What follows belongs to an exercise in optimizing a design on an open flow for small area; a production flow would make more cautious choices. In this exercise RTL edits were held to simulation tests only and were not proved equivalent to the original. Power is estimated from default activity; no workload was simulated. The flow treats the clock pin as an ideal source, which a real chip does not have.

## P
// mem_block
module mem_block #(
  parameter logic [ID_W-1:0] NODE_ID = 4'd0,
  parameter int              DEPTH   = 256,
  parameter int              PKT_W   = 33
) (
  input  logic             clk,
  input  logic             rst_n,
  input  logic             in_valid,
  output logic             in_ready,
  input  logic [PKT_W-1:0] in_pkt,
  output logic             out_valid,
  input  logic             out_ready,
  output logic [PKT_W-1:0] out_pkt,
  output logic             bad_dest
);
  mem_pkg::pkt_t     req_p0;
  logic              accept_p0;
  logic              hit_p0;
  logic              wr_p0;
  logic              rd_p0;
  logic [DATA_W-1:0] rdata_p0;
  logic              vld_p1;
  logic              bad_q;
  logic [ID_W-1:0]   src_p1;
  logic [ADDR_W-1:0] addr_p1;
  logic [DATA_W-1:0] data_p1;
  assign req_p0    = in_pkt;
  assign in_ready  = !vld_p1 || out_ready;
  assign accept_p0 = in_valid && in_ready;
  assign hit_p0    = (req_p0.dest == NODE_ID);
  assign wr_p0     = accept_p0 && hit_p0 && (req_p0.op == OP_WRITE);
  assign rd_p0     = accept_p0 && hit_p0 && (req_p0.op == OP_READ);
  mem_array #(
    .DEPTH (DEPTH)
  ) u_array (
    .clk   (clk),
    .rst_n (rst_n),
    .we    (wr_p0),
    .addr  (req_p0.addr),
    .wdata (req_p0.data),
    .rdata (rdata_p0)
  );
  always_ff @(posedge clk or negedge rst_n) begin
    if (!rst_n) begin
      vld_p1 <= 1'b0;
    end else begin
      vld_p1 <= rd_p0 || (vld_p1 && !out_ready);
    end
  end
  always_ff @(posedge clk) begin
    if (in_ready) begin
      src_p1  <= req_p0.src;
      addr_p1 <= req_p0.addr;
      data_p1 <= rdata_p0;
    end
  end
  always_ff @(posedge clk or negedge rst_n) begin
    if (!rst_n) begin
      bad_q <= 1'b0;
    end else if (accept_p0 && !hit_p0) begin
      bad_q <= 1'b1;
    end
  end
  assign out_valid = vld_p1;
  assign out_pkt   = {OP_READ, NODE_ID, src_p1, addr_p1, data_p1};
  assign bad_dest  = bad_q;
endmodule
Size: ~7,400 cells after synthesis, about 4,400 flip-flops, ~73 I/O pins.
Settings: LEC_CHECK=0, CAP_MARGIN=30, CORE_MARGIN=2, CORE_UTILIZATION=60, CTS_BUF_LIST=sky130_fd_sc_hd__clkbuf_16, CTS_CLUSTER_DIAMETER=80, CTS_CLUSTER_SIZE=25, PLACE_DENSITY=0.8, SLEW_MARGIN=30, SYNTH_HIERARCHICAL=1, SYNTH_MINIMUM_KEEP_SIZE=0; clock period 8.0 ns.
standard.sh (not shown) runs the stock make flow with config.mk's settings and CLKGATE_MAP_FILE= SYNTH_SCRIPT=/design/flow/synth_recipe.tcl, a recipe that flattens the netlist after the stock synthesis.
==> flow/flow/run.sh <==
#!/bin/bash
# The standard layout, except that clock tree synthesis adds no dummy
# loads (the other clock tree settings repeat config.mk's) and the port
# buffers are the smallest buffer cell. Each tool's full output stays in the
# ORFS log folder under orfs/logs; this run's own output goes to standard.log.
set -euo pipefail
export CTS_ARGS="-sink_clustering_enable -repair_clock_nets -dont_use_dummy_load -sink_clustering_size 25 -sink_clustering_max_diameter 80 -buf_list sky130_fd_sc_hd__clkbuf_16"
export BUFFER_PORTS_ARGS="-buffer_cell sky130_fd_sc_hd__buf_1"
bash standard.sh > standard.log 2>&1
The final report for P shows a completed flow and a layout that fails verification, specifically antenna rules.
What Q does differently from P at the input level:
Settings: CTS_CLUSTER_SIZE now 30, was 25.
==> flow/flow/run.sh <==
#!/bin/bash
# The standard layout, except that clock tree synthesis adds no dummy
# loads (the other clock tree settings repeat config.mk's). Each tool's full
# output stays in the ORFS log folder under orfs/logs; this run's own output
# goes to standard.log.
set -euo pipefail
export CTS_ARGS="-sink_clustering_enable -repair_clock_nets -dont_use_dummy_load -sink_clustering_size 30 -sink_clustering_max_diameter 80 -buf_list sky130_fd_sc_hd__clkbuf_16"
bash standard.sh > standard.log 2>&1
- Largest driver fanout on the critical path: Q vs P identical
- Q — wire length about 2% lower, P as reference
- A slowest cell on the critical path of clkdlybuf4s50_1 is what Q shows, while nand4_1 belongs to P.
- Against P, Q reports a via count that is lower.
- Post-route antenna net violation count came out lower on Q than on P.
- Q gives less power per cell area than P did.
- Q went all the way through the flow, and no timing, DRC or antenna check failed.

========
job 972:
mem_block again, from the RTL that the note above started with.
Settings: LEC_CHECK=0, CAP_MARGIN=30, CORE_MARGIN=2, CORE_UTILIZATION=60, CTS_BUF_LIST=sky130_fd_sc_hd__clkbuf_16, CTS_CLUSTER_DIAMETER=90, CTS_CLUSTER_SIZE=30, PLACE_DENSITY=0.8, SLEW_MARGIN=30, SYNTH_HIERARCHICAL=1, SYNTH_MINIMUM_KEEP_SIZE=0; clock period 8.0 ns.
==> flow/flow/run.sh <==
#!/bin/bash
# The standard layout, except that clock tree synthesis adds no dummy
# loads (the other clock tree settings repeat config.mk's), the port buffers
# are the smallest buffer cell, and antenna repair after detailed routing may
# take more rounds. Each tool's full output stays in the ORFS log folder under
# orfs/logs; this run's own output goes to standard.log.
set -euo pipefail
export CTS_ARGS="-sink_clustering_enable -repair_clock_nets -dont_use_dummy_load -sink_clustering_size 30 -sink_clustering_max_diameter 90 -buf_list sky130_fd_sc_hd__clkbuf_16"
export BUFFER_PORTS_ARGS="-buffer_cell sky130_fd_sc_hd__buf_1"
export MAX_REPAIR_ANTENNAS_ITER_DRT=12
bash standard.sh > standard.log 2>&1
Job 972: done, clean on timing, DRC and antenna
Input changes introduced in job 5051 (baseline for comparison: job 972):
# job 972
export LEC_CHECK = 0
export CAP_MARGIN = 30
export CORE_MARGIN = 2
export CORE_UTILIZATION = 60
export CTS_BUF_LIST = sky130_fd_sc_hd__clkbuf_16
export CTS_CLUSTER_DIAMETER = 90
export CTS_CLUSTER_SIZE = 30
export PLACE_DENSITY = 0.8
export SLEW_MARGIN = 30
export SYNTH_HIERARCHICAL = 1
export SYNTH_MINIMUM_KEEP_SIZE = 0
create_clock -name core_clock -period 8.0 [get_ports {clk}]
# job 5051
export LEC_CHECK = 0
export CAP_MARGIN = 30
export CORE_MARGIN = 2
export CORE_UTILIZATION = 60
export CTS_BUF_LIST = sky130_fd_sc_hd__clkbuf_16
export CTS_CLUSTER_DIAMETER = 80
export CTS_CLUSTER_SIZE = 30
export PLACE_DENSITY = 0.8
export SLEW_MARGIN = 30
export SYNTH_HIERARCHICAL = 1
export SYNTH_MINIMUM_KEEP_SIZE = 0
create_clock -name core_clock -period 8.0 [get_ports {clk}]
==> flow/flow/run.sh <==
#!/bin/bash
# The standard layout, except that clock tree synthesis adds no dummy
# loads (the other clock tree settings repeat config.mk's) and the port
# buffers are the smallest buffer cell. Each tool's full output stays in the
# ORFS log folder under orfs/logs; this run's own output goes to standard.log.
set -euo pipefail
export CTS_ARGS="-sink_clustering_enable -repair_clock_nets -dont_use_dummy_load -sink_clustering_size 30 -sink_clustering_max_diameter 80 -buf_list sky130_fd_sc_hd__clkbuf_16"
export BUFFER_PORTS_ARGS="-buffer_cell sky130_fd_sc_hd__buf_1"
bash standard.sh > standard.log 2>&1
--- outcome ---
Lower wire length was reported by job 5051, not job 972.
Measured slew at the worst slew-check pin: job 5051 vs job 972 down 23 ps
Comparing job 972 with job 5051, the combined global-route utilization of all metal layers came out essentially unchanged.
Clock-buffer cell count was higher in the run labelled job 5051.
Share of layout cells above drive strength 1 across job 972 and job 5051: no real change.
Between job 5051 and job 972, the via count normalized by instance count does not differ in any meaningful way.
The following lists how job 9507 was set up differently from job 5051:
# job 5051
export LEC_CHECK = 0
export CAP_MARGIN = 30
export CORE_MARGIN = 2
export CORE_UTILIZATION = 60
export CTS_BUF_LIST = sky130_fd_sc_hd__clkbuf_16
export CTS_CLUSTER_DIAMETER = 80
export CTS_CLUSTER_SIZE = 30
export PLACE_DENSITY = 0.8
export SLEW_MARGIN = 30
export SYNTH_HIERARCHICAL = 1
export SYNTH_MINIMUM_KEEP_SIZE = 0
create_clock -name core_clock -period 8.0 [get_ports {clk}]
# job 9507
export LEC_CHECK = 0
export CAP_MARGIN = 30
export CORE_MARGIN = 2
export CORE_UTILIZATION = 60
export CTS_BUF_LIST = sky130_fd_sc_hd__clkbuf_16
export CTS_CLUSTER_DIAMETER = 80
export CTS_CLUSTER_SIZE = 25
export PLACE_DENSITY = 0.68
export SLEW_MARGIN = 30
export SYNTH_HIERARCHICAL = 1
export SYNTH_MINIMUM_KEEP_SIZE = 0
create_clock -name core_clock -period 8.0 [get_ports {clk}]
==> flow/run.sh (new file) <==
#!/bin/bash
# synth_recipe.tcl (not shown) runs the flow's synth.tcl, then flattens the netlist and writes it again
# the make line also repeats each setting of config.mk as NAME=value (left out here)
make -C /OpenROAD-flow-scripts/flow DESIGN_CONFIG=/design/flow/config.mk WORK_HOME=/design/flow/orfs CLKGATE_MAP_FILE= SYNTH_SCRIPT=/design/flow/synth_recipe.tcl finish
removed: flow/flow/run.sh
removed: flow/standard.sh
[summary]
Having completed the whole flow, job 9507 delivered a layout that passed the timing, design-rule and antenna checks. Diff job 5051 -> job 9507: number of diodes has decreased, average wire length per cell after detail routing now larger, starting DRC count in detailed routing shrank by 4016. Of job 9507 and job 5051, the higher count of fill cells added during filler insertion belongs to job 9507. Multi-input combinational cell area: job 5051 vs job 9507 — no meaningful difference.
> inputs changed (job 9507 -> job 2179)
# job 9507
export LEC_CHECK = 0
export CAP_MARGIN = 30
export CORE_MARGIN = 2
export CORE_UTILIZATION = 60
export CTS_BUF_LIST = sky130_fd_sc_hd__clkbuf_16
export CTS_CLUSTER_DIAMETER = 80
export CTS_CLUSTER_SIZE = 25
export PLACE_DENSITY = 0.68
export SLEW_MARGIN = 30
export SYNTH_HIERARCHICAL = 1
export SYNTH_MINIMUM_KEEP_SIZE = 0
create_clock -name core_clock -period 8.0 [get_ports {clk}]
# job 2179
export LEC_CHECK = 0
export CAP_MARGIN = 30
export CORE_MARGIN = 2
export CORE_UTILIZATION = 60
export CTS_BUF_LIST = sky130_fd_sc_hd__clkbuf_16
export CTS_CLUSTER_DIAMETER = 80
export CTS_CLUSTER_SIZE = 30
export PLACE_DENSITY = 0.8
export SLEW_MARGIN = 30
export SYNTH_HIERARCHICAL = 1
export SYNTH_MINIMUM_KEEP_SIZE = 0
create_clock -name core_clock -period 8.0 [get_ports {clk}]
==> flow/flow/run.sh (new file) <==
#!/bin/bash
# The standard layout, except that clock tree synthesis adds no dummy
# loads (the other clock tree settings repeat config.mk's), the port buffers
# are the smallest buffer cell, and antenna repair after detailed routing may
# take more rounds. Each tool's full output stays in the ORFS log folder under
# orfs/logs; this run's own output goes to standard.log.
set -euo pipefail
export CTS_ARGS="-sink_clustering_enable -repair_clock_nets -dont_use_dummy_load -sink_clustering_size 30 -sink_clustering_max_diameter 80 -buf_list sky130_fd_sc_hd__clkbuf_16"
export BUFFER_PORTS_ARGS="-buffer_cell sky130_fd_sc_hd__buf_1"
export MAX_REPAIR_ANTENNAS_ITER_DRT=12
bash standard.sh > standard.log 2>&1
==> flow/standard.sh (new file) <==
#!/bin/bash
# synth_recipe.tcl (not shown) runs the flow's synth.tcl, then flattens the netlist and writes it again
# the make line also repeats each setting of config.mk as NAME=value (left out here)
make -C /OpenROAD-flow-scripts/flow DESIGN_CONFIG=/design/flow/config.mk WORK_HOME=/design/flow/orfs CLKGATE_MAP_FILE= SYNTH_SCRIPT=/design/flow/synth_recipe.tcl "${@:-finish}"
removed: flow/run.sh
Findings:
- Diff job 9507 -> job 2179: cell count fell 174, fraction of the cycle the final worst path needs fell 3.3 points.
- Of job 2179 and job 9507, it is job 2179 that has the higher count of non-CTS buffers in the layout.
- Routed wire length (higher): job 9507
- Changes observed in job 2179 relative to job 9507: final design instance area without fill has decreased, utilization went down, pre-CTS setup slack increased by 530 ps relative to the old numbers, total net switching power shrank by 500 uW, count of clock-buffer cells in the layout now smaller.
- Power improves in job 2179 relative to job 9507.
Input changes introduced in job 9779 (baseline for comparison: job 2179):
# job 2179
export LEC_CHECK = 0
export CAP_MARGIN = 30
export CORE_MARGIN = 2
export CORE_UTILIZATION = 60
export CTS_BUF_LIST = sky130_fd_sc_hd__clkbuf_16
export CTS_CLUSTER_DIAMETER = 80
export CTS_CLUSTER_SIZE = 30
export PLACE_DENSITY = 0.8
export SLEW_MARGIN = 30
export SYNTH_HIERARCHICAL = 1
export SYNTH_MINIMUM_KEEP_SIZE = 0
create_clock -name core_clock -period 8.0 [get_ports {clk}]
# job 9779
export LEC_CHECK = 0
export CAP_MARGIN = 30
export CORE_MARGIN = 2
export CORE_UTILIZATION = 60
export CTS_BUF_LIST = sky130_fd_sc_hd__clkbuf_16
export CTS_CLUSTER_DIAMETER = 80
export CTS_CLUSTER_SIZE = 25
export PLACE_DENSITY = 0.68
export SLEW_MARGIN = 30
export SYNTH_HIERARCHICAL = 1
export SYNTH_MINIMUM_KEEP_SIZE = 0
create_clock -name core_clock -period 8.0 [get_ports {clk}]
==> flow/flow/run.sh <==
#!/bin/bash
# The standard layout, except that clock tree synthesis adds no dummy
# loads (the other clock tree settings repeat config.mk's). Each tool's full
# output stays in the ORFS log folder under orfs/logs; this run's own output
# goes to standard.log.
set -euo pipefail
export CTS_ARGS="-sink_clustering_enable -repair_clock_nets -dont_use_dummy_load -sink_clustering_size 25 -sink_clustering_max_diameter 80 -buf_list sky130_fd_sc_hd__clkbuf_16"
bash standard.sh > standard.log 2>&1
Results
- Changes observed in job 9779 relative to job 2179: TritonCTS buffer count moved up, highest clock rate now smaller, smallest setup slack after layout has decreased.
- When the final numbers for job 9779 and job 2179 were put side by side, the global-route usage turned out to be smaller in job 2179.

==> static timing again, ports no longer ideal <==
The flow's constraints put no driver on any port. The routed layouts listed below were extracted and timed again, unchanged, in two steps. Step 1: set_driving_cell puts a clkbuf_16 on clk and a buf_2 on each other input, an assumption about the parent block. Step 2 times the ports against the registers' clock, not the clock port: input delays grow and output delays shrink by t, the midpoint of the rising clock arrivals with the driver on. a / b / c = ideal / step 1 / step 2; a / b = the first two.
| run | shift t [ns] | slack for setup (ns) | slew at the worst register clock pin (ns) |
|---|---|---|---|
| P | 0.971 | 1.532 / 1.583 / 0.613 | 0.10 / 0.10 |
| Q | 0.944 | 1.183 / 1.246 / 0.302 | 0.11 / 0.11 |
| job 972 | 0.957 | 1.661 / 1.735 / 0.778 | 0.12 / 0.12 |
| job 5051 | 0.963 | 1.657 / 1.728 / 0.766 | 0.11 / 0.11 |
| job 9507 | 0.976 | 1.394 / 1.451 / 0.474 | 0.10 / 0.10 |
| job 2179 | 0.963 | 1.657 / 1.728 / 0.766 | 0.11 / 0.11 |
| job 9779 | 0.935 | 1.392 / 1.464 / 0.528 | 0.10 / 0.10 |
The setup slack of job 9507, which loses most, moves by +0.057 ns with the drivers and by -0.920 ns with both steps.
